Context: an optimization exercise on an open-source flow, tuned for small area, a short achievable clock period and few clock cycles per item. The choices shown serve that exercise and are no tape-out recipe.
At most, simulation tests tie the RTL to the original design; equivalence was not proved.
No functional check of the RTL was part of runs 1 and 4.
Power is estimated from default activity; no workload was simulated.

==> flow/design.v, too long to show whole: its modules and the start of the top module <==
// module mjl_queue: 19 lines
// module mjl_front: 41 lines
// module mjl_loop_tree: 886 lines
// module mjl_noise_tree: 826 lines
// module markov_jump_langevin_angle_step_top: 227 lines
module markov_jump_langevin_angle_step_top (
    input  logic        i_clk,
    input  logic        i_rst_n,
    input  logic        i_in_valid,
    output logic        o_in_ready,
    input  logic        i_mode,
    input  logic [31:0] i_start_angle,
    input  logic [1:0]  i_start_state,
    input  logic [15:0] i_uniform_event,
    input  logic [15:0] i_uniform_choice,
    input  logic [15:0] i_gaussian_sample,
    output logic        o_out_valid,
    input  logic        i_out_ready,
    output logic [31:0] o_angle,
    output logic [1:0]  o_state,
    output logic [31:0] o_target_angle,
    output logic [15:0] o_rotations,
    input  logic        i_cfg_we,
    input  logic [2:0]  i_cfg_idx,
    input  logic [63:0] i_cfg_data
);
  // ...
==> flow/run.sh <==
#!/bin/bash
# synth_recipe.tcl (not shown) runs the flow's synth.tcl, then flattens the netlist and writes it again
# the make line also repeats each setting of config.mk as NAME=value (left out here)
make -C /OpenROAD-flow-scripts/flow DESIGN_CONFIG=/design/flow/config.mk WORK_HOME=/design/flow/orfs CLKGATE_MAP_FILE= SYNTH_SCRIPT=/design/flow/synth_recipe.tcl finish
==> flow/config.mk <==
export PLATFORM = sky130hd
export DESIGN_NAME = markov_jump_langevin_angle_step_top
export DESIGN_NICKNAME = markov_jump_langevin_angle_step_top
export VERILOG_FILES = /design/flow/design.v
export SDC_FILE = /design/flow/constraint.sdc
export NUM_CORES = 4
export LEC_CHECK = 0
export CAP_MARGIN = 20
export CORE_MARGIN = 2
export CORE_UTILIZATION = 40
export SETUP_SLACK_MARGIN = 5
export SLEW_MARGIN = 20
==> flow/constraint.sdc <==
create_clock -name core_clock -period 14.0 [get_ports {i_clk}]
set_input_delay 2.8000 -clock core_clock [delete_from_list [all_inputs] [get_ports {i_clk}]]
set_output_delay 2.8000 -clock core_clock [all_outputs]
set_load 0.01 [all_outputs]
==> summary.log, run 1 <==
[logic_synthesis] cell with the most instances after synthesis sky130_fd_sc_hd__nand2_1
[logic_synthesis] Post-Synth Adder-Cell Area 25.1%
[floorplan] boundary pin count 239
[worst_setup_path] Critical Path RT 14460 ps
[clock_tree] TritonCTS clock tree built
[flow_run] number of maximum-capacitance violations 0
[worst_setup_path] Critical Path Max Stage Delay 770 ps
[global_routing] via count of the first global-routing pass 53644
[finish] combined area of the multi-input logic cells 0.0449 sq mm
[power] combinational logic power 0.0133 W
[global_routing] met1 usage in global routing 34.3%
[finish] Leading cell kind multi-input gates
[finish] area used by sequential logic in the layout 0.0165 sq mm
[logic_synthesis] most area-hungry cell type in the Yosys netlist sky130_fd_sc_hd__fa_1
[worst_setup_path] critical path startpoint category flop
[logic_synthesis] Synth Area in Compound Gates 19.5%
[outcome] run status complete, no violations
[finish] end-of-flow core utilization 44.7%
[worst_setup_path] startpoint of the most critical setup path r1_mode
[worst_setup_path] crit path capture type flop
[worst_setup_path] r2r endpoint r2_x[47]
[hold_path] Hold Crit Start r2_r[2]
[logic_synthesis] area share of xor/xnor cells in the synthesized design 9.89%
[worst_setup_path] biggest fanout along the worst timing path 32
[worst_setup_path] number of gates on the worst path with buffers counted 27
[floorplan] well-tap cell count 2189
[finish] most common cell after layout, fill and taps aside sky130_fd_sc_hd__nand2_1
==> module mjl_front, before the edit <==
module mjl_front (
    input  logic [mjl_pkg::WORD_W-1:0] i_word,
    input  logic [1:0]                 i_s,
    input  logic signed [15:0]         i_r,
    input  logic signed [33:0]         i_tr,
    input  logic [63:0]                i_leave,
    input  logic [63:0]                i_cdf0,
    input  logic [63:0]                i_cdf1,
    output logic [1:0]                 o_s,
    output logic signed [15:0]         o_r,
    output logic signed [33:0]         o_tr
);
    logic        mode;
    logic [15:0] ue, uc;
    logic [7:0]  nxt;               
    logic        up, dn;
    always_comb begin
        mode = i_word[48];
        ue   = i_word[47:32];
        uc   = i_word[31:16];
        for (int s = 0; s < 4; s++) begin
            logic [1:0] p, to;
            if (i_cdf0[16*s +: 16] > uc)      p = 2'd0;
            else if (i_cdf1[16*s +: 16] > uc) p = 2'd1;
            else                              p = 2'd2;
            to = (p < 2'(s)) ? p : p + 2'd1;
            nxt[2*s +: 2] = (ue < i_leave[16*s +: 16]) ? to : 2'(s);
        end
        if (mode == mjl_pkg::MODE_START) o_s = i_word[33:32];
        else                             o_s = nxt[2*i_s +: 2];
        up = mode && i_s == 2'd3 && nxt[7:6] == 2'd0 && i_r != 16'sh7fff;
        dn = mode && i_s == 2'd0 && nxt[1:0] == 2'd3 && i_r != 16'sh8000;
        if (mode == mjl_pkg::MODE_START) begin
            o_r  = 16'sd0;
            o_tr = 34'sd0;
        end else begin
            o_r  = i_r + $signed({{15{dn}}, up | dn});
            o_tr = i_tr + (up ? mjl_pkg::TWO_PI_THIRD : dn ? -mjl_pkg::TWO_PI_THIRD : 34'sd0);
        end
    end
endmodule
==> module markov_jump_langevin_angle_step_top, before the edit <==
module markov_jump_langevin_angle_step_top (
    input  logic        i_clk,
    input  logic        i_rst_n,
    input  logic        i_in_valid,
    output logic        o_in_ready,
    input  logic        i_mode,
    input  logic [31:0] i_start_angle,
    input  logic [1:0]  i_start_state,
    input  logic [15:0] i_uniform_event,
    input  logic [15:0] i_uniform_choice,
    input  logic [15:0] i_gaussian_sample,
    output logic        o_out_valid,
    input  logic        i_out_ready,
    output logic [31:0] o_angle,
    output logic [1:0]  o_state,
    output logic [31:0] o_target_angle,
    output logic [15:0] o_rotations,
    input  logic        i_cfg_we,
    input  logic [2:0]  i_cfg_idx,
    input  logic [63:0] i_cfg_data
);
    logic [63:0] r_leave;
    logic [63:0] r_cdf0, r_cdf1;    
    logic [63:0] r_rest;
    logic [7:0]  r_kn;              
    logic [8:0]  r_k1, r_k2;
    logic [31:0] r_gain;
    logic [7:0] kn_w;
    logic [8:0] k1_w, k2_w;
    always_comb begin
        logic [18:0] k;
        k = {1'b0, i_cfg_data[16:0], 1'b0};
        for (int i = 0; i < 9; i++) begin
            logic b2, b1, b0;
            b2 = k[2*i+2]; b1 = k[2*i+1]; b0 = k[2*i];
            if (i < 8) kn_w[i] = b2 & ~(b1 & b0);
            k1_w[i] = b1 ^ b0;
            k2_w[i] = (b2 & ~b1 & ~b0) | (~b2 & b1 & b0);
        end
    end
    always_ff @(posedge i_clk) begin
        if (!i_rst_n) begin
            r_leave <= '0;
            r_cdf0  <= '0;
            r_cdf1  <= '0;
            r_rest  <= '0;
            r_kn    <= '0;
            r_k1    <= 9'h100;    
            r_k2    <= '0;
            r_gain  <= '0;
        end else if (i_cfg_we) begin
            case (i_cfg_idx)
                mjl_pkg::REG_LEAVE_PROB: r_leave <= i_cfg_data;
                mjl_pkg::REG_CDF_S0: begin r_cdf0[15:0]  <= i_cfg_data[15:0]; r_cdf1[15:0]  <= i_cfg_data[31:16]; end
                mjl_pkg::REG_CDF_S1: begin r_cdf0[31:16] <= i_cfg_data[15:0]; r_cdf1[31:16] <= i_cfg_data[31:16]; end
                mjl_pkg::REG_CDF_S2: begin r_cdf0[47:32] <= i_cfg_data[15:0]; r_cdf1[47:32] <= i_cfg_data[31:16]; end
                mjl_pkg::REG_CDF_S3: begin r_cdf0[63:48] <= i_cfg_data[15:0]; r_cdf1[63:48] <= i_cfg_data[31:16]; end
                mjl_pkg::REG_REST_ANGLE: r_rest <= i_cfg_data;
                mjl_pkg::REG_HOLD_GAIN: begin r_kn <= kn_w; r_k1 <= k1_w; r_k2 <= k2_w; end
                mjl_pkg::REG_NOISE_GAIN: r_gain <= i_cfg_data[31:0];
                default: ;
            endcase
        end
    end
    logic                       adv;       
    logic                       accept;
    logic [mjl_pkg::WORD_W-1:0] new_word, i_word;
    logic                       i_v;
    assign adv      = (!o_out_valid || i_out_ready) && !r_ovf;
    assign accept   = i_in_valid && o_in_ready;
    assign new_word = (i_mode == mjl_pkg::MODE_START)
                    ? {i_mode, 14'd0, i_start_state, i_start_angle}
                    : {i_mode, i_uniform_event, i_uniform_choice, i_gaussian_sample};
    mjl_queue u_queue (
        .i_clk    (i_clk),
        .i_rst_n  (i_rst_n),
        .i_accept (accept),
        .i_word   (new_word),
        .i_adv    (adv),
        .o_ready  (o_in_ready),
        .o_valid  (i_v),
        .o_word   (i_word)
    );
    logic               r1_v, r1_mode;
    logic [31:0]        r1_x;       
    logic [1:0]         r_s;        
    logic [15:0]        r1_rest;    
    logic signed [15:0] r_r;        
    logic signed [33:0] r_tr;       
    logic [1:0]         s_new;
    logic signed [15:0] r_new;
    logic signed [33:0] tr_new;
    mjl_front u_front (
        .i_word  (i_word),
        .i_s     (r_s),
        .i_r     (r_r),
        .i_tr    (r_tr),
        .i_leave (r_leave),
        .i_cdf0  (r_cdf0),
        .i_cdf1  (r_cdf1),
        .o_s     (s_new),
        .o_r     (r_new),
        .o_tr    (tr_new)
    );
    always_ff @(posedge i_clk) begin
        if (!i_rst_n) begin
            r1_v <= 1'b0;
            r_s  <= 2'd0;
            r_r  <= 16'sd0;
            r_tr <= 34'sd0;
        end else if (adv) begin
            r1_v <= i_v;
            if (i_v) begin
                r_s  <= s_new;
                r_r  <= r_new;
                r_tr <= tr_new;
            end
        end
    end
    always_ff @(posedge i_clk) begin
        if (adv && i_v) begin
            r1_mode <= i_word[48];
            r1_x    <= i_word[31:0];
            r1_rest <= r_rest[16*s_new +: 16];
        end
    end
    logic               r2_v, r2_mode;
    logic [48:0]        r2_x;       
    logic [1:0]         r2_s;
    logic signed [15:0] r2_r;
    logic signed [31:0] r2_t;
    logic signed [34:0] t_sum;
    logic signed [31:0] t1;         
    logic [52:0]        n_s, n_c, dp;
    always_comb begin
        t_sum = $signed({16'd0, r1_rest, 3'b000}) + 35'(r_tr);
        if (t_sum > 35'sd2147483647)       t1 = 32'sh7fffffff;
        else if (t_sum < -35'sd2147483648) t1 = 32'sh80000000;
        else                               t1 = t_sum[31:0];
    end
    mjl_noise_tree u_noise (
        .i_gn (r_gain),
        .i_g  ((r1_mode == mjl_pkg::MODE_STEP) ? r1_x[15:0] : 16'd0),
        .i_t  ((r1_mode == mjl_pkg::MODE_STEP) ? t1 : r1_x),
        .o_s  (n_s),
        .o_c  (n_c)
    );
    assign dp = n_s + n_c;
    always_ff @(posedge i_clk) begin
        if (!i_rst_n) r2_v <= 1'b0;
        else if (adv) r2_v <= r1_v;
    end
    always_ff @(posedge i_clk) begin
        if (adv && r1_v) begin
            r2_x <= dp[52:4];
            r2_mode <= r1_mode;
            r2_s <= r_s;
            r2_r <= r_r;
            r2_t <= t1;
        end
    end
    logic signed [32:0] r_e;        
    logic               r_ovf, r_ovf_neg, r_out_v;
    logic signed [32:0] tnext;      
    logic [52:0]        l_s, l_c, x1, x2;
    logic [52:16]       s2, c2;
    logic [36:0]        w_neg;
    logic               ovf;
    logic signed [31:0] a_clamp;
    logic signed [32:0] e_new, y, e_fix;
    mjl_loop_tree u_loop (
        .i_e  (r_e),
        .i_kn (r_kn),
        .i_k1 (r_k1),
        .i_k2 (r_k2),
        .i_dp ({r2_x, 4'b0000}),
        .o_s  (l_s),
        .o_c  (l_c)
    );
    always_comb begin
        tnext = r1_v ? 33'(t1) : 33'sd0;
        x1    = l_s + l_c;
        w_neg = ~{{4{tnext[32]}}, tnext};
        for (int k = 16; k < 53; k++) begin
            s2[k] = l_s[k] ^ l_c[k] ^ w_neg[k-16];
            if (k < 52)
                c2[k+1] = (l_s[k] & l_c[k]) | (l_s[k] & w_neg[k-16]) | (l_c[k] & w_neg[k-16]);
        end
        c2[16] = 1'b1;
        x2   = {s2, l_s[15:0]} + {c2, l_c[15:0]};
        ovf  = !(&x1[52:47] || !(|x1[52:47]));
        y = r_e - tnext;
        a_clamp = r_ovf_neg ? 32'sh80000000 : 32'sh7fffffff;
        e_fix   = 33'(a_clamp) - ((r2_v && r2_mode == mjl_pkg::MODE_STEP) ? 33'(r2_t) : 33'sd0);
        if (r_ovf)                                  e_new = (r2_v && r2_mode == mjl_pkg::MODE_START) ? r_e : e_fix;
        else if (r1_v && r1_mode == mjl_pkg::MODE_START) e_new = 33'sd0;
        else if (r2_v)                              e_new = x2[48:16];
        else                                        e_new = y;
    end
    assign o_out_valid = r_out_v && !r_ovf;
    always_ff @(posedge i_clk) begin
        if (!i_rst_n) begin
            r_e     <= 33'sd0;
            r_out_v <= 1'b0;
            r_ovf   <= 1'b0;
        end else begin
            if (adv || r_ovf) r_e <= e_new;
            if (adv) begin
                r_out_v <= r2_v;
                r_ovf   <= r2_v && ovf;
            end else begin
                r_ovf   <= 1'b0;
            end
        end
    end
    always_ff @(posedge i_clk) begin
        if (adv && r2_v) begin
            o_angle        <= x1[47:16];
            r_ovf_neg      <= x1[52];
            o_state        <= r2_s;
            o_target_angle <= r2_t;
            o_rotations    <= r2_r;
        end else if (r_ovf) begin
            o_angle        <= a_clamp;
        end
    end
endmodule
==> inputs of run 2 (changes only) <==
--- a/flow/design.v
+++ b/flow/design.v
@@ -42,41 +42,74 @@
     output logic [1:0]                 o_s,
     output logic signed [15:0]         o_r,
     output logic signed [33:0]         o_tr
 );
     logic        mode;
     logic [15:0] ue, uc;
     logic [7:0]  nxt;               
     logic        up, dn;
+    logic [3:0]  jump, c0_gt, c1_gt;
+    for (genvar s = 0; s < 4; s++) begin : g_cmp
+        mjl_lt16 u_jump (.i_a(i_word[47:32]), .i_b(i_leave[16*s +: 16]), .o_lt(jump[s]));
+        mjl_lt16 u_c0   (.i_a(i_word[31:16]), .i_b(i_cdf0[16*s +: 16]),  .o_lt(c0_gt[s]));
+        mjl_lt16 u_c1   (.i_a(i_word[31:16]), .i_b(i_cdf1[16*s +: 16]),  .o_lt(c1_gt[s]));
+    end
     always_comb begin
         mode = i_word[48];
         ue   = i_word[47:32];
         uc   = i_word[31:16];
         for (int s = 0; s < 4; s++) begin
             logic [1:0] p, to;
-            if (i_cdf0[16*s +: 16] > uc)      p = 2'd0;
-            else if (i_cdf1[16*s +: 16] > uc) p = 2'd1;
-            else                              p = 2'd2;
+            if (c0_gt[s])      p = 2'd0;
+            else if (c1_gt[s]) p = 2'd1;
+            else               p = 2'd2;
             to = (p < 2'(s)) ? p : p + 2'd1;
-            nxt[2*s +: 2] = (ue < i_leave[16*s +: 16]) ? to : 2'(s);
+            nxt[2*s +: 2] = jump[s] ? to : 2'(s);
         end
         if (mode == mjl_pkg::MODE_START) o_s = i_word[33:32];
         else                             o_s = nxt[2*i_s +: 2];
         up = mode && i_s == 2'd3 && nxt[7:6] == 2'd0 && i_r != 16'sh7fff;
         dn = mode && i_s == 2'd0 && nxt[1:0] == 2'd3 && i_r != 16'sh8000;
         if (mode == mjl_pkg::MODE_START) begin
             o_r  = 16'sd0;
             o_tr = 34'sd0;
         end else begin
             o_r  = i_r + $signed({{15{dn}}, up | dn});
             o_tr = i_tr + (up ? mjl_pkg::TWO_PI_THIRD : dn ? -mjl_pkg::TWO_PI_THIRD : 34'sd0);
         end
     end
 endmodule
+module mjl_lt16 (
+    input  logic [15:0] i_a,
+    input  logic [15:0] i_b,
+    output logic        o_lt
+);
+    logic [15:0] lt0, le0;
+    logic [7:0]  lt1, le1;
+    logic [3:0]  lt2, le2;
+    logic [1:0]  lt3, le3;
+    always_comb begin
+        lt0 = ~i_a & i_b;
+        le0 = ~i_a | i_b;
+        for (int i = 0; i < 8; i++) begin
+            lt1[i] = lt0[2*i+1] | (le0[2*i+1] & lt0[2*i]);
+            le1[i] = lt0[2*i+1] | (le0[2*i+1] & le0[2*i]);
+        end
+        for (int i = 0; i < 4; i++) begin
+            lt2[i] = lt1[2*i+1] | (le1[2*i+1] & lt1[2*i]);
+            le2[i] = lt1[2*i+1] | (le1[2*i+1] & le1[2*i]);
+        end
+        for (int i = 0; i < 2; i++) begin
+            lt3[i] = lt2[2*i+1] | (le2[2*i+1] & lt2[2*i]);
+            le3[i] = lt2[2*i+1] | (le2[2*i+1] & le2[2*i]);
+        end
+        o_lt = lt3[1] | (le3[1] & lt3[0]);
+    end
+endmodule
 module mjl_loop_tree (
     input  logic [32:0] i_e,
     input  logic [7:0]  i_kn,
     input  logic [8:0]  i_k1,
     input  logic [8:0]  i_k2,
     input  logic [52:0] i_dp,
     output logic [52:0] o_s,
     output logic [52:0] o_c
@@ -955,47 +988,24 @@
     wire c872 = (p305 & i_dp[48]) | (p305 & c778) | (i_dp[48] & c778);
     wire s873 = ~p306 ^ i_dp[49];
     wire c874 = ~p306 & i_dp[49];
     assign o_s = {i_dp[52], i_dp[51], i_dp[50], c872, c870, c868, c866, c864, c862, c860, c858, c856, c854, c852, c850, c848, c846, c844, c842, c840, c838, c836, c834, c832, c830, c828, c826, c824, c822, c820, c818, c816, c814, c812, c810, c808, c806, c804, c802, c800, c798, c796, c794, c792, c790, c788, c786, c784, c782, c780, i_kn[1], p2, p1};
     assign o_c = {1'b0, 1'b0, c874, s873, s871, s869, s867, s865, s863, s861, s859, s857, s855, s853, s851, s849, s847, s845, s843, s841, s839, s837, s835, s833, s831, s829, s827, s825, s823, s821, s819, s817, s815, s813, s811, s809, s807, s805, s803, s801, s799, s797, s795, s793, s791, s789, s787, s785, s783, s781, s779, 1'b0, i_kn[0]};
 endmodule
 module mjl_noise_tree (
     input  logic [31:0] i_gn,
-    input  logic [15:0] i_g,
+    input  logic [7:0]  gn,
+    input  logic [7:0]  g1,
+    input  logic [7:0]  g2,
     input  logic [31:0] i_t,
     output logic [52:0] o_s,
     output logic [52:0] o_c
 );
-    logic [7:0] gn, g1, g2;
     wire [32:0] gx = {1'b0, i_gn};
-    assign gn[0] = i_g[1] & ~(i_g[0] & 1'b0);
-    assign g1[0] = i_g[0] ^ 1'b0;
-    assign g2[0] = (i_g[1] & ~i_g[0] & ~1'b0) | (~i_g[1] & i_g[0] & 1'b0);
-    assign gn[1] = i_g[3] & ~(i_g[2] & i_g[1]);
-    assign g1[1] = i_g[2] ^ i_g[1];
-    assign g2[1] = (i_g[3] & ~i_g[2] & ~i_g[1]) | (~i_g[3] & i_g[2] & i_g[1]);
-    assign gn[2] = i_g[5] & ~(i_g[4] & i_g[3]);
-    assign g1[2] = i_g[4] ^ i_g[3];
-    assign g2[2] = (i_g[5] & ~i_g[4] & ~i_g[3]) | (~i_g[5] & i_g[4] & i_g[3]);
-    assign gn[3] = i_g[7] & ~(i_g[6] & i_g[5]);
-    assign g1[3] = i_g[6] ^ i_g[5];
-    assign g2[3] = (i_g[7] & ~i_g[6] & ~i_g[5]) | (~i_g[7] & i_g[6] & i_g[5]);
-    assign gn[4] = i_g[9] & ~(i_g[8] & i_g[7]);
-    assign g1[4] = i_g[8] ^ i_g[7];
-    assign g2[4] = (i_g[9] & ~i_g[8] & ~i_g[7]) | (~i_g[9] & i_g[8] & i_g[7]);
-    assign gn[5] = i_g[11] & ~(i_g[10] & i_g[9]);
-    assign g1[5] = i_g[10] ^ i_g[9];
-    assign g2[5] = (i_g[11] & ~i_g[10] & ~i_g[9]) | (~i_g[11] & i_g[10] & i_g[9]);
-    assign gn[6] = i_g[13] & ~(i_g[12] & i_g[11]);
-    assign g1[6] = i_g[12] ^ i_g[11];
-    assign g2[6] = (i_g[13] & ~i_g[12] & ~i_g[11]) | (~i_g[13] & i_g[12] & i_g[11]);
-    assign gn[7] = i_g[15] & ~(i_g[14] & i_g[13]);
-    assign g1[7] = i_g[14] ^ i_g[13];
-    assign g2[7] = (i_g[15] & ~i_g[14] & ~i_g[13]) | (~i_g[15] & i_g[14] & i_g[13]);
     wire p1 = ((g1[0] & gx[0]) ^ gn[0]);
     wire p2 = (((g1[0] & gx[1]) | (g2[0] & gx[0])) ^ gn[0]);
     wire p3 = (((g1[0] & gx[2]) | (g2[0] & gx[1])) ^ gn[0]);
     wire p4 = (((g1[0] & gx[3]) | (g2[0] & gx[2])) ^ gn[0]);
     wire p5 = (((g1[0] & gx[4]) | (g2[0] & gx[3])) ^ gn[0]);
     wire p6 = (((g1[0] & gx[5]) | (g2[0] & gx[4])) ^ gn[0]);
     wire p7 = (((g1[0] & gx[6]) | (g2[0] & gx[5])) ^ gn[0]);
     wire p8 = (((g1[0] & gx[7]) | (g2[0] & gx[6])) ^ gn[0]);
@@ -1864,16 +1874,17 @@
         .i_word   (new_word),
         .i_adv    (adv),
         .o_ready  (o_in_ready),
         .o_valid  (i_v),
         .o_word   (i_word)
     );
     logic               r1_v, r1_mode;
     logic [31:0]        r1_x;       
+    logic [23:0]        g_enc;
     logic [1:0]         r_s;        
     logic [15:0]        r1_rest;    
     logic signed [15:0] r_r;        
     logic signed [33:0] r_tr;       
     logic [1:0]         s_new;
     logic signed [15:0] r_new;
     logic signed [33:0] tr_new;
     mjl_front u_front (
@@ -1898,20 +1909,29 @@
             r1_v <= i_v;
             if (i_v) begin
                 r_s  <= s_new;
                 r_r  <= r_new;
                 r_tr <= tr_new;
             end
         end
     end
+    always_comb begin
+        logic [16:0] g;
+        g = {i_word[15:0], 1'b0};
+        for (int i = 0; i < 8; i++) begin
+            g_enc[16+i] = g[2*i+2] & ~(g[2*i+1] & g[2*i]);
+            g_enc[8+i]  = g[2*i+1] ^ g[2*i];
+            g_enc[i]    = (g[2*i+2] & ~g[2*i+1] & ~g[2*i]) | (~g[2*i+2] & g[2*i+1] & g[2*i]);
+        end
+    end
     always_ff @(posedge i_clk) begin
         if (adv && i_v) begin
             r1_mode <= i_word[48];
-            r1_x    <= i_word[31:0];
+            r1_x    <= (i_word[48] == mjl_pkg::MODE_STEP) ? {8'd0, g_enc} : i_word[31:0];
             r1_rest <= r_rest[16*s_new +: 16];
         end
     end
     logic               r2_v, r2_mode;
     logic [48:0]        r2_x;       
     logic [1:0]         r2_s;
     logic signed [15:0] r2_r;
     logic signed [31:0] r2_t;
@@ -1921,17 +1941,19 @@
     always_comb begin
         t_sum = $signed({16'd0, r1_rest, 3'b000}) + 35'(r_tr);
         if (t_sum > 35'sd2147483647)       t1 = 32'sh7fffffff;
         else if (t_sum < -35'sd2147483648) t1 = 32'sh80000000;
         else                               t1 = t_sum[31:0];
     end
     mjl_noise_tree u_noise (
         .i_gn (r_gain),
-        .i_g  ((r1_mode == mjl_pkg::MODE_STEP) ? r1_x[15:0] : 16'd0),
+        .gn   ((r1_mode == mjl_pkg::MODE_STEP) ? r1_x[23:16] : 8'd0),
+        .g1   ((r1_mode == mjl_pkg::MODE_STEP) ? r1_x[15:8] : 8'd0),
+        .g2   ((r1_mode == mjl_pkg::MODE_STEP) ? r1_x[7:0] : 8'd0),
         .i_t  ((r1_mode == mjl_pkg::MODE_STEP) ? t1 : r1_x),
         .o_s  (n_s),
         .o_c  (n_c)
     );
     assign dp = n_s + n_c;
     always_ff @(posedge i_clk) begin
         if (!i_rst_n) r2_v <= 1'b0;
         else if (adv) r2_v <= r1_v;
==> flow/flow/run.sh (new file) <==
#!/bin/bash
# Standard layout, with repair_timing aiming at a setup slack margin of
# SETUP_MARGIN ns instead of 0.
set -euo pipefail
bash standard.sh SETUP_SLACK_MARGIN=${SETUP_MARGIN:-8.5} finish > standard.log 2>&1
==> flow/standard.sh (new file) <==
#!/bin/bash
# synth_recipe.tcl (not shown) runs the flow's synth.tcl, then flattens the netlist and writes it again
# the make line also repeats each setting of config.mk as NAME=value (left out here)
make -C /OpenROAD-flow-scripts/flow DESIGN_CONFIG=/design/flow/config.mk WORK_HOME=/design/flow/orfs CLKGATE_MAP_FILE= SYNTH_SCRIPT=/design/flow/synth_recipe.tcl "${@:-finish}"
==> flow/config.mk (replaced) <==
export PLATFORM = sky130hd
export DESIGN_NAME = markov_jump_langevin_angle_step_top
export DESIGN_NICKNAME = markov_jump_langevin_angle_step_top
export VERILOG_FILES = /design/flow/design.v
export SDC_FILE = /design/flow/constraint.sdc
export NUM_CORES = 4
export LEC_CHECK = 0
export CAP_MARGIN = 20
export CORE_MARGIN = 2
export CORE_UTILIZATION = 50
export SLEW_MARGIN = 20
removed: flow/run.sh
==> run 2 against run 1 <==
Core utilization increased by 17 points; final area rose by 8.0%; global-route usage is 9.7 points higher; final cell count shrank 0.82%.
==> summary.log, run 2 <==
[power] power consumption 0.0213 W
[clock_tree] Max clock buf depth 3
[logic_synthesis] Post-Synthesis Net Count 8449
[placed_design] buffers added on ports 238
[timing] Post-Route Setup TNS 0 ps
[worst_setup_path] critical path startpoint category flop
[routing] total routed wirelength 244 mm
[floorplan] Die X 365 um
[logic_synthesis] post-synthesis sequential area ratio 25.3%
[logic_synthesis] synthesized area per cell 8.74 sq um
[timing] min Tclk post-route 6710 ps
[logic_synthesis] area of the mapped netlist 0.0651 sq mm
[global_routing] initial antenna violation count 9
[logic_synthesis] cell with the most instances after synthesis sky130_fd_sc_hd__nand2_1
[clock_tree] number of buffers added by the clock tree synthesis step 81
[logic_synthesis] simple logic cell fraction of the synthesized area 12.0%
[logic_synthesis] most area-hungry cell type in the Yosys netlist sky130_fd_sc_hd__fa_1
[floorplan] # rows 132
[worst_setup_path] startpoint of the most critical setup path r_e[17]
[floorplan] initial core utilization 50.4%
[timing] total of endpoints with negative setup slack in the final report 0
[logic_synthesis] count of flip-flops with a built-in enable after synthesis 281
[timing] FMAX 149 MHz
[routing] total via count after detailed routing 57922
[finish] commonest cells after routing, fill and taps aside sky130_fd_sc_hd__nand2_1 (862), sky130_fd_sc_hd__inv_1 (721), sky130_fd_sc_hd__a21oi_1 (525)
[clock_tree] CTS clk-pin slew, worst paths 60 ps
[logic_synthesis] mux share of post-synthesis cell area 2.09%
[logic_synthesis] portion of synthesized cell area occupied by the leading cell type 15.6%
[finish] number of standard cells in the final layout excluding fillers 9568
[logic_synthesis] Cell variety after synth 96
[floorplan] placeable core region 0.129 sq mm
[floorplan] height of the chip 365 um
[worst_setup_path] Critical Path Max Stage Delay 580 ps [-190 ps]
[timing] slew of the pin with the lowest slew margin 1170 ps
[worst_setup_path] Worst Reg-to-Reg Cells 28
[finish] share of layout cells above drive strength 1 17.0%
[logic_synthesis] synthesized flop and latch total 684
[logic_synthesis] largest family of logic cells by synthesized area adder cells
[finish] area growth from synthesis to final layout 22.6%
[global_routing] all-layer global routing usage 35.7%
[finish] most common cell after layout, fill and taps aside sky130_fd_sc_hd__nand2_1
[worst_setup_path] biggest fanout along the worst timing path 20 [-38%]
[global_routing] via count of the first global-routing pass 56482 [+5.3%]
[hold_path] worst hold path cell count 0
[timing] final worst-path cycle share 48.0%
[clock_tree] clock latency (worst-skew pair) 730 ps
[clock_tree] Clock Sinks 684
[timing] Setup Skew 44.0 ps
[placed_design] hpwl dp 165 mm
[power] Worst VDD drop 0.000377 V
[floorplan] boundary pin count 239 [unchanged]
[timing] Slew headroom 21.7%
[worst_setup_path] crit path capture type flop
[logic_synthesis] Synth Area in Compound Gates 20.0% [+0.49 points]
[outcome] run status complete, no violations
[clock_tree] TritonCTS clock tree built
[routing] drc violations 0
[finish] number of nets in the finished design 8748
[worst_setup_path] type of the setup path with the least slack flop to flop
[worst_setup_path] reg2reg setup slack 7290 ps
[worst_setup_path] Critical Path RT 14550 ps [+90 ps]
[global_routing] largest net degree at the start of global routing 180
[logic_synthesis] most common flop cell mapped by yosys sky130_fd_sc_hd__dfxtp_1
[timing] number of hold violations in the final report 0
[logic_synthesis] Syn Inst Count 7454
[worst_setup_path] startpoint of the worst register-to-register path r_e[17]
[logic_synthesis] fraction of registers with async set or reset after synthesis 0%
[placed_design] placed instance count 9046
[logic_synthesis] area share of xor/xnor cells in the synthesized design 10.1% [+0.19 points]
[hold_path] WHS Endpoint o_rotations[13]
[worst_setup_path] Arr. time, crit path 7260 ps
[placed_design] final weighted congestion of routability-driven global placement 0.954
[flow_run] number of maximum-capacitance violations 0 [unchanged]
[logic_synthesis] synth cell count leaders sky130_fd_sc_hd__nand2_1 (899), sky130_fd_sc_hd__inv_1 (761), sky130_fd_sc_hd__a21oi_1 (588)
[routing] average wire per standard cell 25.5 um
[power] LEAKAGE 31.0 nW
[routing] DR iter-0 viols 5989
[power] Pwr per Cell Area 267 mW/mm^2
[timing] final count of pins violating max slew 0
[floorplan] overall die area 0.133 sq mm
[global_routing] global-route wire length before repair 359 mm
[global_routing] final global-route overflow total 0
[logic_synthesis] Ys Warns 4
[routing] Via density 6.05
[hold_path] Hold Crit Start r2_r[13]
[routing] first-pass iteration count of the detailed router 7
[clock_tree] root cell of the clock tree sky130_fd_sc_hd__clkbuf_16
[hold_path] type of the tightest min-delay check flop to flop
[worst_setup_path] r2r endpoint r_e[18]
[logic_synthesis] ranking of synthesized cells by area sky130_fd_sc_hd__fa_1 (16%), sky130_fd_sc_hd__edfxtp_1 (13%), sky130_fd_sc_hd__dfxtp_1 (12%), sky130_fd_sc_hd__a22oi_1 (6.6%), sky130_fd_sc_hd__xnor2_1 (6.4%)
[timing] setup repair after global routing missed its margin yes
[clock_tree] Clock H-tree levels 3
[worst_setup_path] crit path max-delay cell type sky130_fd_sc_hd__fa_1
[logic_synthesis] Post-Synth Adder-Cell Area 22.8% [-2.3 points]
[routing] Final ANT Viol Nets 0
-- run 2: worst max-delay path by stage --
stage	end	depth (start not counted)
after detailed placement	r2_x[47]	24
after global routing	r2_x[45]	28
after floorplan	r2_x[47]	27
final	r_e[18]	28
after global placement	r2_x[47]	27
after CTS	r2_x[45]	26
-- run 2: timing repair --
| action | 4_1_cts | 5_1_grt |
|---|---|---|
| hold buffers | 0 | 0 |
| resized for setup | 643 | 209 |
| pin swaps | 279 | 175 |
| buffers inserted | 253 | 80 |
| cloned | 27 | 5 |
| endpoints found under the setup margin | 147 | 108 |
-- run 2: cell families after synthesis --
kind of cell,count (synthesis)
fa+ha+maj,888
mux,130
simple gates,1718
xor+xnor,750
flops,684
buf+inv,1320
compound gates,1964
-- run 2: layer usage --
layer	GRT usage, %	part of all wire (%)	up-vias
met5	0	0.025	-
met4	16.2	5.3	10
met3	7.57	9.4	608
met2	56.0	45	2887
met1	47.3	41	28300
li1	-	-	26117
-- run 2: power by group --
part	leakage, nW	total (W)	switching (W)	internal [W]
Combinational	23.7	0.0166	0.00891	0.00766
Clock	1.35	0.00223	0.000946	0.00129
Sequential	5.88	0.00253	0.000144	0.00238
Total	31.0	0.0213	0.0100	0.0113
-- run 2: worst max-delay path: cells and delay by family, from the launching register on --
family          cells  cell delay [ps]
simple gates        1              300
buf+inv            10             1180
flops               1              380
fa+ha+maj           7             3190
xor+xnor            1              190
compound gates      9             1310
-- run 2: area by class of cell --
cell class / count / area (sq um)
antenna: 4 / 10.0
clock buffer: 122 / 2340
clock inverter: 30 / 457
fill: 11239 / 49500
inverter: 778 / 2990
multi-input combinational: 5454 / 47300
sequential: 684 / 16600
tap: 1742 / 2180
timing repair buffer: 754 / 8010
-- run 2: through the flow --
stage	hold slack (ps)	setup WS [ps]	utilization, %	area (sq um)
after floorplan	400	7760	-	66700
after global placement	400	5630	53.9	69700
after detailed placement	405	5900	53.9	69700
after CTS	419	7370	60.4	78100
after global routing	419	7090	61.7	79800
final	417	7290	61.7	79800
Testbench counts of run 2, summed over its fixed seeds: cycles 16,032, items 16,000.
==> inputs of run 3 (changes only) <==
==> flow/flow/run.sh (replaced) <==
#!/bin/bash
# Standard layout, with repair_timing aiming at a setup slack margin of
# SETUP_MARGIN ns instead of 0.
set -euo pipefail
bash standard.sh SETUP_SLACK_MARGIN=${SETUP_MARGIN:-7.5} finish > standard.log 2>&1
--- a/flow/config.mk
+++ b/flow/config.mk
@@ -8,4 +8,4 @@
 export CAP_MARGIN = 20
 export CORE_MARGIN = 2
-export CORE_UTILIZATION = 50
+export CORE_UTILIZATION = 40
 export SLEW_MARGIN = 20
==> run 3 against run 2 <==
Still clean on timing, DRC and antenna; die area grew 25%; non-clock buffer count shrank 81; total power is 9.0% lower; final cell count rose by 3.6%; final area down 2.0%; first-iteration DRC count decreased by 3.8%; routed wire length is 2.5% lower; core utilization is 13 points lower; global-route usage down 8.2 points; sequential share of layout area up 0.43 points; flip-flop and latch count is the same; hold slack worse by 1.7 ps; largest cell class unchanged.
==> summary.log, run 3 <==
[placed_design] final weighted congestion of routability-driven global placement 0.966 [+1.2%]
[timing] slew of the pin with the lowest slew margin 1230 ps [+55.2 ps]
[clock_tree] CTS clk-pin slew, worst paths 70 ps [about the same]
[routing] total via count after detailed routing 57412 [-0.88%]
[worst_setup_path] crit path capture type flop
[routing] drc violations 0 [unchanged]
[clock_tree] clock latency (worst-skew pair) 720 ps [about the same]
[logic_synthesis] count of flip-flops with a built-in enable after synthesis 281 [unchanged]
[power] fraction of power spent switching nets 47.4% [+0.56 points]
[timing] number of hold violations in the final report 0 [unchanged]
[clock_tree] Max clock buf depth 3 [unchanged]
[floorplan] overall die area 0.166 sq mm [+25%]
[power] Pwr per Cell Area 248 mW/mm^2 [-7.2%]
[logic_synthesis] synthesized flop and latch total 684 [unchanged]
[logic_synthesis] Post-Synthesis Net Count 8449 [unchanged]
[logic_synthesis] portion of synthesized cell area occupied by the leading cell type 15.6% [unchanged]
[placed_design] buffers added on ports 238 [unchanged]
[logic_synthesis] most area-hungry cell type in the Yosys netlist sky130_fd_sc_hd__fa_1
[finish] number of standard cells in the final layout excluding fillers 9916 [+3.6%]
[timing] final critical-path setup slack 7170 ps [-115 ps]
[global_routing] final global-route overflow total 0 [unchanged]
[logic_synthesis] most common flop cell mapped by yosys sky130_fd_sc_hd__dfxtp_1
[timing] Setup Skew 55.9 ps [+11.9 ps]
[logic_synthesis] area of the mapped netlist 0.0651 sq mm [unchanged]
[logic_synthesis] ranking of synthesized cells by area sky130_fd_sc_hd__fa_1 (16%), sky130_fd_sc_hd__edfxtp_1 (13%), sky130_fd_sc_hd__dfxtp_1 (12%), sky130_fd_sc_hd__a22oi_1 (6.6%), sky130_fd_sc_hd__xnor2_1 (6.4%)
[power] Worst VDD drop 0.000348 V [-7.7%]
[placed_design] Setup WS pre-CTS 5380 ps [-527 ps]
[timing] Post-Route Setup TNS 0 ps [unchanged]
[global_routing] largest net degree at the start of global routing 211 [+17%]
[clock_tree] Hold-fix buffers, CTS 0 [unchanged]
[placed_design] placed instance count 9482 [+4.8%]
[floorplan] placeable core region 0.162 sq mm [+25%]
[finish] share of layout cells above drive strength 1 14.5% [-2.5 points]
[worst_setup_path] critical path startpoint category flop
[routing] total routed wirelength 238 mm [-2.5%]
[worst_setup_path] Critical Path RT 14610 ps [+60 ps]
[finish] area growth from synthesis to final layout 20.2%
[clock_tree] Clock H-tree levels 3 [unchanged]
[logic_synthesis] fraction of registers with async set or reset after synthesis 0% [unchanged]
[routing] Final ANT Viol Nets 0 [unchanged]
[worst_setup_path] sum of buffers and inverters on the critical path 5 [-5]
[floorplan] boundary pin count 239 [unchanged]
[power] part of the total power dissipated in the clock network 11.3% [+0.8 points]
[logic_synthesis] Ys Warns 4 [unchanged]
[clock_tree] number of buffers added by the clock tree synthesis step 81 [unchanged]
[floorplan] Die X 407 um [+12%]
[floorplan] height of the chip 407 um [+12%]
[global_routing] all-layer global routing usage 27.5% [-8.2 points]
[power] total internal power 0.0102 W [-10%]
[logic_synthesis] synth cell count leaders sky130_fd_sc_hd__nand2_1 (899), sky130_fd_sc_hd__inv_1 (761), sky130_fd_sc_hd__a21oi_1 (588)
[finish] commonest cells after routing, fill and taps aside sky130_fd_sc_hd__nand2_1 (869), sky130_fd_sc_hd__inv_1 (720), sky130_fd_sc_hd__a21oi_1 (547)
[routing] first-pass iteration count of the detailed router 6 [-1]
[finish] Fill cells 15331 [+36%]
[logic_synthesis] post-synthesis sequential area ratio 25.3% [unchanged]
[floorplan] initial core utilization 40.1% [-10 points]
[power] part of the power in registers 12.9% [+1.1 points]
[global_routing] global-route wire length before repair 351 mm [-2.3%]
[worst_setup_path] cell type with the highest occurrence count on the critical path sky130_fd_sc_hd__a21o_1
[worst_setup_path] Arr. time, crit path 7440 ps [+180 ps]
[logic_synthesis] Syn Inst Count 7454 [unchanged]
[logic_synthesis] synthesized area per cell 8.74 sq um [unchanged]
[power] Net Switching 0.00921 W [-7.9%]
[power] LEAKAGE 30.2 nW [-2.4%]
[clock_tree] TritonCTS clock tree built
[clock_tree] Clock Sinks 684 [unchanged]
[finish] number of nets in the finished design 8665 [-0.95%]
[logic_synthesis] cell with the most instances after synthesis sky130_fd_sc_hd__nand2_1
[timing] total of endpoints with negative setup slack in the final report 0 [unchanged]
[routing] DR iter-0 viols 5763 [-3.8%]
[worst_setup_path] crit path max-delay cell type sky130_fd_sc_hd__edfxtp_1
[clock_tree] root cell of the clock tree sky130_fd_sc_hd__clkbuf_16
[finish] most common cell after layout, fill and taps aside sky130_fd_sc_hd__nand2_1
[logic_synthesis] Cell variety after synth 96 [unchanged]
[worst_setup_path] Critical Path Max Stage Delay 420 ps [-160 ps]
[finish] end-of-flow core utilization 48.2% [-13 points]
[global_routing] initial antenna violation count 2 [-7]
[flow_run] number of maximum-capacitance violations 0 [unchanged]
[worst_setup_path] top cell family by delay on the critical path compound AO/OA/AOI/OAI gates
[power] power consumption 0.0194 W [-9.0%]
[worst_setup_path] type of the setup path with the least slack flop to flop
[routing] average wire per standard cell 24.0 um [-5.9%]
[routing] Via density 5.79 [-4.4%]
[timing] final worst-path cycle share 48.8% [+0.82 points]
[worst_setup_path] biggest fanout along the worst timing path 8 [-60%]
[timing] final count of pins violating max slew 0 [unchanged]
[timing] Slew headroom 17.2% [-4.5 points]
[outcome] run status complete, no violations
[timing] min Tclk post-route 6830 ps [+115 ps]
[timing] FMAX 146 MHz [-1.7%]
[floorplan] # rows 148 [+12%]
[global_routing] via count of the first global-routing pass 56189 [-0.52%]
[placed_design] hpwl dp 165 mm [+0.20%]
[hold_path] type of the tightest min-delay check flop to flop
[timing] setup repair after global routing missed its margin yes
[power] combinational fraction of design power 75.8% [-1.9 points]
==> run 3: cell counts after synthesis <==
No cell type changed its count.
==> run 3: stage by stage <==
stage          hold WS, ps  area (sq um)
6_report               416         78300
5_1_grt                428         78300
4_1_cts                417         76100
3_5_place_dp           405         69500
3_3_place_gp           403         69500
2_1_floorplan          400         65300
==> run 3: cell type report <==
type	instances	area, sq um	share of cell area [%]
multi-input cells	5452	46300	59.1
flip-flops and latches	684	16600	21.2
repair buffers	673	6960	8.90
inverters	778	2990	3.82
well taps	2175	2720	3.48
clock buffers	115	2280	2.91
clock inverters	37	468	0.598
diodes	2	5.00	0.00640
==> run 3: cells by family (layout without fill, tap and decap cells) <==
family / Yosys count / after routing / synth area share (%)
AO/OA/AOI/OAI: 1964 / 1966 / 20.0
XOR/XNOR: 750 / 750 / 10.1
adder cells (fa/ha/maj): 888 / 888 / 22.8
flip-flops: 684 / 684 / 25.3
multiplexers: 130 / 130 / 2.09
other: 0 / 2 / 0
buffers and inverters: 1320 / 1603 / 7.68
AND/OR/NAND/NOR: 1718 / 1718 / 12.0
==> run 3: power groups by stage <==
stage	combinational [W]	clock, W	sequential, W
3_5_place_dp	0.0107	0	0.00254
6_report	0.0147	0.00219	0.00251
3_3_place_gp	0.0107	0	0.00254
4_1_cts	0.0125	0.00223	0.00250
2_1_floorplan	0.00778	0	0.00249
5_1_grt	0.0158	0.00231	0.00252
==> run 3: per-layer routing <==
layer | wire (um) | global-route usage [%] | vias up
met4 | 14100 | 14.6 | 2
li1 | - | - | 25956
met2 | 110000 | 44.6 | 2632
met5 | 12 | 0 | -
met3 | 19800 | 5.42 | 632
met1 | 93900 | 34.5 | 28190
==> run 3: worst register-to-register path: cells and delay by family (launching register included) <==
| kind | cells | cell delay, ps |
|---|---|---|
| adder cells (fa/ha/maj) | 4 | 1150 |
| AND/OR/NAND/NOR | 3 | 550 |
| flip-flops | 1 | 420 |
| buffers and inverters | 5 | 740 |
| AO/OA/AOI/OAI | 19 | 3850 |
==> run 3: repair_timing <==
| item | 4_1_cts | 5_1_grt |
|---|---|---|
| cloned | 19 | 4 |
| buffers inserted | 167 | 90 |
| resized for setup | 489 | 307 |
| pin swaps | 200 | 229 |
| setup endpoints to repair | 93 | 74 |
==> run 3: path summary, 6_finish.rpt <==
kind	cells after the start	to	slack, ps	startpoint
setup / recovery	31	r_e[29]	7170	r1_rest[0]
hold / removal	0	o_state[1]	420	r2_s[1]
setup reg to reg	31	r_e[29]	7170	r1_rest[0]
hold reg to reg	0	o_state[1]	420	r2_s[1]
==> inputs of run 4 (changes only) <==
--- a/flow/design.v
+++ b/flow/design.v
@@ -13,4 +13,37 @@
     localparam int WORD_W = 49;
 endpackage
+module mjl_add #(
+    parameter int W = 8
+) (
+    input  logic [W-1:0] i_a,
+    input  logic [W-1:0] i_b,
+    input  logic         i_ci,
+    output logic [W-1:0] o_s
+);
+    localparam int L = $clog2(W);
+    logic [L:0][W-1:0] g, p;
+    logic [W:0]        c;
+    always_comb begin
+        g[0] = i_a & i_b;
+        p[0] = i_a ^ i_b;
+        g[0][0] = g[0][0] | (p[0][0] & i_ci);
+        for (int l = 0; l < L; l++) begin
+            for (int i = 0; i < W; i++) begin
+                if ((i >> l) & 1) begin
+                    int j;
+                    j = ((i >> l) << l) - 1;
+                    g[l+1][i] = g[l][i] | (p[l][i] & g[l][j]);
+                    p[l+1][i] = p[l][i] & p[l][j];
+                end else begin
+                    g[l+1][i] = g[l][i];
+                    p[l+1][i] = p[l][i];
+                end
+            end
+        end
+        c[0] = i_ci;
+        for (int i = 0; i < W; i++) c[i+1] = g[L][i];
+        o_s = p[0] ^ c[W-1:0];
+    end
+endmodule
 module mjl_queue (
     input  logic                       i_clk,
@@ -42,5 +75,7 @@
     output logic [1:0]                 o_s,
     output logic signed [15:0]         o_r,
-    output logic signed [33:0]         o_tr
+    input  logic [63:0]                i_rest,
+    output logic signed [33:0]         o_tr,
+    output logic signed [34:0]         o_u      
 );
     logic        mode;
@@ -49,4 +84,8 @@
     logic        up, dn;
     logic [3:0]  jump, c0_gt, c1_gt;
+    logic signed [33:0] delta, trx;
+    logic [34:0] ua, ub, uc3, us, uc2;
+    mjl_add #(.W(34)) u_add_tr (.i_a(trx), .i_b(delta), .i_ci(1'b0), .o_s(o_tr));
+    mjl_add #(.W(35)) u_add_u  (.i_a(us), .i_b(uc2), .i_ci(1'b0), .o_s(o_u));
     for (genvar s = 0; s < 4; s++) begin : g_cmp
         mjl_lt16 u_jump (.i_a(i_word[47:32]), .i_b(i_leave[16*s +: 16]), .o_lt(jump[s]));
@@ -70,11 +109,13 @@
         up = mode && i_s == 2'd3 && nxt[7:6] == 2'd0 && i_r != 16'sh7fff;
         dn = mode && i_s == 2'd0 && nxt[1:0] == 2'd3 && i_r != 16'sh8000;
-        if (mode == mjl_pkg::MODE_START) begin
-            o_r  = 16'sd0;
-            o_tr = 34'sd0;
-        end else begin
-            o_r  = i_r + $signed({{15{dn}}, up | dn});
-            o_tr = i_tr + (up ? mjl_pkg::TWO_PI_THIRD : dn ? -mjl_pkg::TWO_PI_THIRD : 34'sd0);
-        end
+        if (mode == mjl_pkg::MODE_START) o_r = 16'sd0;
+        else                             o_r = i_r + $signed({{15{dn}}, up | dn});
+        trx   = (mode == mjl_pkg::MODE_START) ? 34'sd0 : i_tr;
+        delta = up ? mjl_pkg::TWO_PI_THIRD : dn ? -mjl_pkg::TWO_PI_THIRD : 34'sd0;
+        ua  = {16'd0, i_rest[16*o_s +: 16], 3'b000};
+        ub  = 35'(trx);
+        uc3 = 35'(delta);
+        us  = ua ^ ub ^ uc3;
+        uc2 = {((ua[33:0] & ub[33:0]) | (ua[33:0] & uc3[33:0]) | (ub[33:0] & uc3[33:0])), 1'b0};
     end
 endmodule
@@ -1882,5 +1923,6 @@
     logic [23:0]        g_enc;
     logic [1:0]         r_s;        
-    logic [15:0]        r1_rest;    
+    logic signed [34:0] r1_u;       
+    logic signed [34:0] u_new;
     logic signed [15:0] r_r;        
     logic signed [33:0] r_tr;       
@@ -1898,5 +1940,7 @@
         .o_s     (s_new),
         .o_r     (r_new),
-        .o_tr    (tr_new)
+        .i_rest  (r_rest),
+        .o_tr    (tr_new),
+        .o_u     (u_new)
     );
     always_ff @(posedge i_clk) begin
@@ -1928,5 +1972,5 @@
             r1_mode <= i_word[48];
             r1_x    <= (i_word[48] == mjl_pkg::MODE_STEP) ? {8'd0, g_enc} : i_word[31:0];
-            r1_rest <= r_rest[16*s_new +: 16];
+            r1_u    <= u_new;
         end
     end
@@ -1940,5 +1984,5 @@
     logic [52:0]        n_s, n_c, dp;
     always_comb begin
-        t_sum = $signed({16'd0, r1_rest, 3'b000}) + 35'(r_tr);
+        t_sum = r1_u;
         if (t_sum > 35'sd2147483647)       t1 = 32'sh7fffffff;
         else if (t_sum < -35'sd2147483648) t1 = 32'sh80000000;
@@ -1954,5 +1998,5 @@
         .o_c  (n_c)
     );
-    assign dp = n_s + n_c;
+    mjl_add #(.W(53)) u_add_dp (.i_a(n_s), .i_b(n_c), .i_ci(1'b0), .o_s(dp));
     always_ff @(posedge i_clk) begin
         if (!i_rst_n) r2_v <= 1'b0;
@@ -1986,7 +2030,8 @@
         .o_c  (l_c)
     );
+    mjl_add #(.W(53)) u_add_x1 (.i_a(l_s), .i_b(l_c), .i_ci(1'b0), .o_s(x1));
+    mjl_add #(.W(53)) u_add_x2 (.i_a({s2, l_s[15:0]}), .i_b({c2, l_c[15:0]}), .i_ci(1'b0), .o_s(x2));
     always_comb begin
         tnext = r1_v ? 33'(t1) : 33'sd0;
-        x1    = l_s + l_c;
         w_neg = ~{{4{tnext[32]}}, tnext};
         for (int k = 16; k < 53; k++) begin
@@ -1996,5 +2041,4 @@
         end
         c2[16] = 1'b1;
-        x2   = {s2, l_s[15:0]} + {c2, l_c[15:0]};
         ovf  = !(&x1[52:47] || !(|x1[52:47]));
         y = r_e - tnext;
==> run 4 against run 3 <==
Core utilization increased by 0.19 points; maximum frequency down 9.6%; total power shrank 7.0%; clock skew up 2.6 ps; sequential share of layout area rose by 0.40 points; flip-flop and latch count increased by 20; largest power group unchanged.
==> summary.log, run 4 <==
[placed_design] buffers added on ports 238 [unchanged]
[logic_synthesis] Syn Inst Count 7357 [-1.3%]
[finish] share of layout cells above drive strength 1 15.2% [+0.70 points]
[logic_synthesis] fraction of registers with async set or reset after synthesis 0% [unchanged]
[routing] total routed wirelength 243 mm [+2.1%]
[global_routing] via count of the first global-routing pass 54669 [-2.7%]
[clock_tree] clock latency (worst-skew pair) 730 ps [about the same]
[finish] number of nets in the finished design 8597 [-0.78%]
[floorplan] boundary pin count 239 [unchanged]
[power] LEAKAGE 31.8 nW [+5.1%]
[placed_design] hpwl dp 163 mm [-1.3%]
[power] Worst VDD drop 0.000424 V [+22%]
[floorplan] Die X 410 um [+0.67%]
[logic_synthesis] synthesized flop and latch total 704 [+2.9%]
[floorplan] height of the chip 410 um [+0.67%]
[clock_tree] root cell of the clock tree sky130_fd_sc_hd__clkbuf_16
[worst_setup_path] biggest fanout along the worst timing path 6 [-2]
[routing] Via density 5.71 [-1.4%]
[worst_setup_path] startpoint of the most critical setup path u_queue.o_word[16]
[floorplan] initial core utilization 40.1% [about the same]
[worst_setup_path] crit path max-delay cell type sky130_fd_sc_hd__fa_1
[hold_path] Hold Crit Start r2_r[5]
[logic_synthesis] Ys Warns 7 [+3]
[hold_path] type of the tightest min-delay check flop to flop
[timing] FMAX 132 MHz [-9.6%]
[routing] first-pass iteration count of the detailed router 7 [+1]
[placed_design] final weighted congestion of routability-driven global placement 0.939 [-2.8%]
[global_routing] all-layer global routing usage 27.7% [+0.20 points]
[clock_tree] Max clock buf depth 3 [unchanged]
[worst_setup_path] cell type with the highest occurrence count on the critical path sky130_fd_sc_hd__maj3_2
[timing] slew of the pin with the lowest slew margin 1130 ps [-100 ps]
[global_routing] final global-route overflow total 0 [unchanged]
[finish] most common cell after layout, fill and taps aside sky130_fd_sc_hd__nand2_1
[worst_setup_path] reg2reg setup slack 6450 ps [-720 ps]
[timing] min Tclk post-route 7550 ps [+723 ps]
[timing] Slew headroom 24.9% [+7.6 points]
[timing] final worst-path cycle share 53.9% [+5.2 points]
[logic_synthesis] Cell variety after synth 88 [-8.3%]
[worst_setup_path] startpoint of the worst register-to-register path u_queue.o_word[16]
[clock_tree] Clock H-tree levels 3 [unchanged]
[logic_synthesis] synth cell count leaders sky130_fd_sc_hd__nand2_1 (910), sky130_fd_sc_hd__inv_1 (900), sky130_fd_sc_hd__fa_1 (546)
[logic_synthesis] area of the mapped netlist 0.0660 sq mm [+1.4%]
[floorplan] # rows 149 [+0.68%]
[floorplan] overall die area 0.168 sq mm [+1.4%]
[clock_tree] Clock Sinks 704 [+2.9%]
[logic_synthesis] portion of synthesized cell area occupied by the leading cell type 16.6% [+0.91 points]
[global_routing] initial antenna violation count 10 [+8]
[routing] drc violations 0 [unchanged]
[worst_setup_path] type of the setup path with the least slack flop to flop
[routing] total via count after detailed routing 55998 [-2.5%]
[logic_synthesis] Post-Synthesis Net Count 8407 [-0.50%]
[routing] Final ANT Viol Nets 0 [unchanged]
[clock_tree] TritonCTS clock tree built
[timing] total of endpoints with negative setup slack in the final report 0 [unchanged]
[worst_setup_path] crit path capture type flop
[logic_synthesis] most common flop cell mapped by yosys sky130_fd_sc_hd__dfxtp_1
[logic_synthesis] synthesized area per cell 8.97 sq um [+2.7%]
[logic_synthesis] cell with the most instances after synthesis sky130_fd_sc_hd__nand2_1
[global_routing] global-route wire length before repair 351 mm [about the same]
[floorplan] placeable core region 0.164 sq mm [+1.4%]
[timing] number of hold violations in the final report 0 [unchanged]
[routing] DR iter-0 viols 5328 [-7.5%]
[global_routing] largest net degree at the start of global routing 247 [+17%]
[worst_setup_path] Critical Path Max Stage Delay 530 ps [+110 ps]
[timing] Post-Route Setup TNS 0 ps [unchanged]
[outcome] run status complete, no violations
[logic_synthesis] most area-hungry cell type in the Yosys netlist sky130_fd_sc_hd__fa_1
[worst_setup_path] Arr. time, crit path 8040 ps [+600 ps]
[finish] commonest cells after routing, fill and taps aside sky130_fd_sc_hd__nand2_1 (893), sky130_fd_sc_hd__inv_1 (861), sky130_fd_sc_hd__fa_1 (481)
[finish] area growth from synthesis to final layout 20.6%
[routing] average wire per standard cell 24.7 um [+3.2%]
[worst_setup_path] Critical Path RT 14490 ps [-120 ps]
[clock_tree] number of buffers added by the clock tree synthesis step 84 [+3.7%]
[logic_synthesis] ranking of synthesized cells by area sky130_fd_sc_hd__fa_1 (17%), sky130_fd_sc_hd__edfxtp_1 (14%), sky130_fd_sc_hd__dfxtp_1 (12%), sky130_fd_sc_hd__ha_1 (6.6%), sky130_fd_sc_hd__xnor2_1 (6.2%)
[logic_synthesis] count of flip-flops with a built-in enable after synthesis 300 [+6.8%]
[timing] Setup Skew 58.5 ps [+2.62 ps]
[flow_run] number of maximum-capacitance violations 0 [unchanged]
[timing] setup repair after global routing missed its margin yes
[logic_synthesis] post-synthesis sequential area ratio 25.9% [+0.55 points]
[worst_setup_path] critical path startpoint category flop
[power] Pwr per Cell Area 227 mW/mm^2 [-8.6%]
[power] power consumption 0.0180 W [-7.0%]
[clock_tree] CTS clk-pin slew, worst paths 60 ps [about the same]
[timing] final count of pins violating max slew 0 [unchanged]
==> run 4: cell types whose count changed in the layout (fill, tap and decap cells not counted), sizes merged, moves of 18 or more <==
cell	delta
inv	+146
buf	-53
fa	+37
a21o	-18
ha	+18
o21ai	-22
edfxtp	+19
a21oi	-366
a22oi	-34
and2	+18
nor2	-44
o211ai	-25
o21a	+36
a21boi	+311
==> run 4: stage by stage <==
step	setup WS [ps]	utilization, %	cell area, sq um	hold WS, ps	cells
after global placement	6020	42.7	70300	405	9379
after floorplan	7070	-	66200	400	7357
after global routing	6200	48.4	79600	427	9808
final	6450	48.4	79600	418	9812
after CTS	6530	46.7	76800	419	9686
after detailed placement	5980	42.7	70300	405	9379
==> run 4: logic make-up (layout without fill, tap and decap cells) <==
kind of cell,after synthesis,after routing,share of synthesized area (%)
other,0,5,0
muxes,136,136,2.18
and+or+nand+nor,1607,1609,10.9
adders and majority gates,948,948,24.0
xor gates and xnor gates,734,734,9.74
AOI/OAI and AO/OA,1774,1774,18.9
DFF,704,704,25.9
buffers and inverters,1454,1713,8.35
==> run 4: layer usage <==
layer  wire length [um]  up-vias  track usage, %
met5                 20        -               0
met4              16800        2            15.8
met3              20300      744            5.47
met2             112000     2590            45.2
met1              93100    27601            34.0
li1                   -    25061               -
==> run 4: path summary, 6_finish.rpt <==
kind / to / cells past startpoint
worst max-delay path: r1_u[32] / 30
worst min-delay path: o_rotations[5] / 0
worst max register to register: r1_u[32] / 30
worst min register to register: o_rotations[5] / 0
==> run 4: repair_timing <==
item	in CTS	in global routing
resized for setup	420	386
setup endpoints to repair	130	111
setup buffers	116	110
hold buffers	0	0
pin swaps	141	247
cloned	34	11
==> run 4: power by group <==
group / switching [W] / leakage, nW / internal, W
sequential: 0.000136 / 6.11 / 0.00245
clock: 0.000995 / 1.43 / 0.00137
combinational: 0.00727 / 24.2 / 0.00582
==> run 4: layout make-up <==
class	count	area, sq um
diodes	5	12.5
flip-flops and latches	704	17200
well taps	2189	2740
fillers	15284	84800
repair buffers	638	7290
clock buffers	102	2280
inverters	918	3480
multi-input cells	5201	46000
clock inverters	55	682
==> run 4: critical path, delay by kind of cell, from the launching register on <==
kind	cells	cell delay [ps]
compound gates	11	2360
fa+ha+maj	9	3200
buf+inv	2	90
flops	1	410
mux	2	380
simple gates	6	820

static timing again, ports no longer ideal:
How much do the figures lean on ideal ports? The routed layouts below were timed once more, with nothing changed but the port constraints. Step 1 sets driving cells, clkbuf_16 on the clock port and buf_2 on the other inputs (assumed; they add their load-dependent delay and slew). Step 2 times the ports against the registers' clock, not the clock port: input delays grow and output delays shrink by t, the midpoint of the rising clock arrivals with the driver on. a / b / c = ideal / step 1 / step 2; a / b = the first two.
run | t, ns | slack for setup (ns) | worst setup path at the end | pins driven straight from the clock port
run 1 | 0.776 | 5.502 / 5.502 / 5.502 | register to register | 1
run 2 | 0.789 | 7.286 / 7.286 / 7.286 | register to register | 1
run 3 | 0.788 | 7.171 / 7.171 / 7.171 | register to register | 1
run 4 | 0.777 | 6.449 / 6.449 / 6.449 | register to register | 1
After both steps every run listed still meets setup and hold.
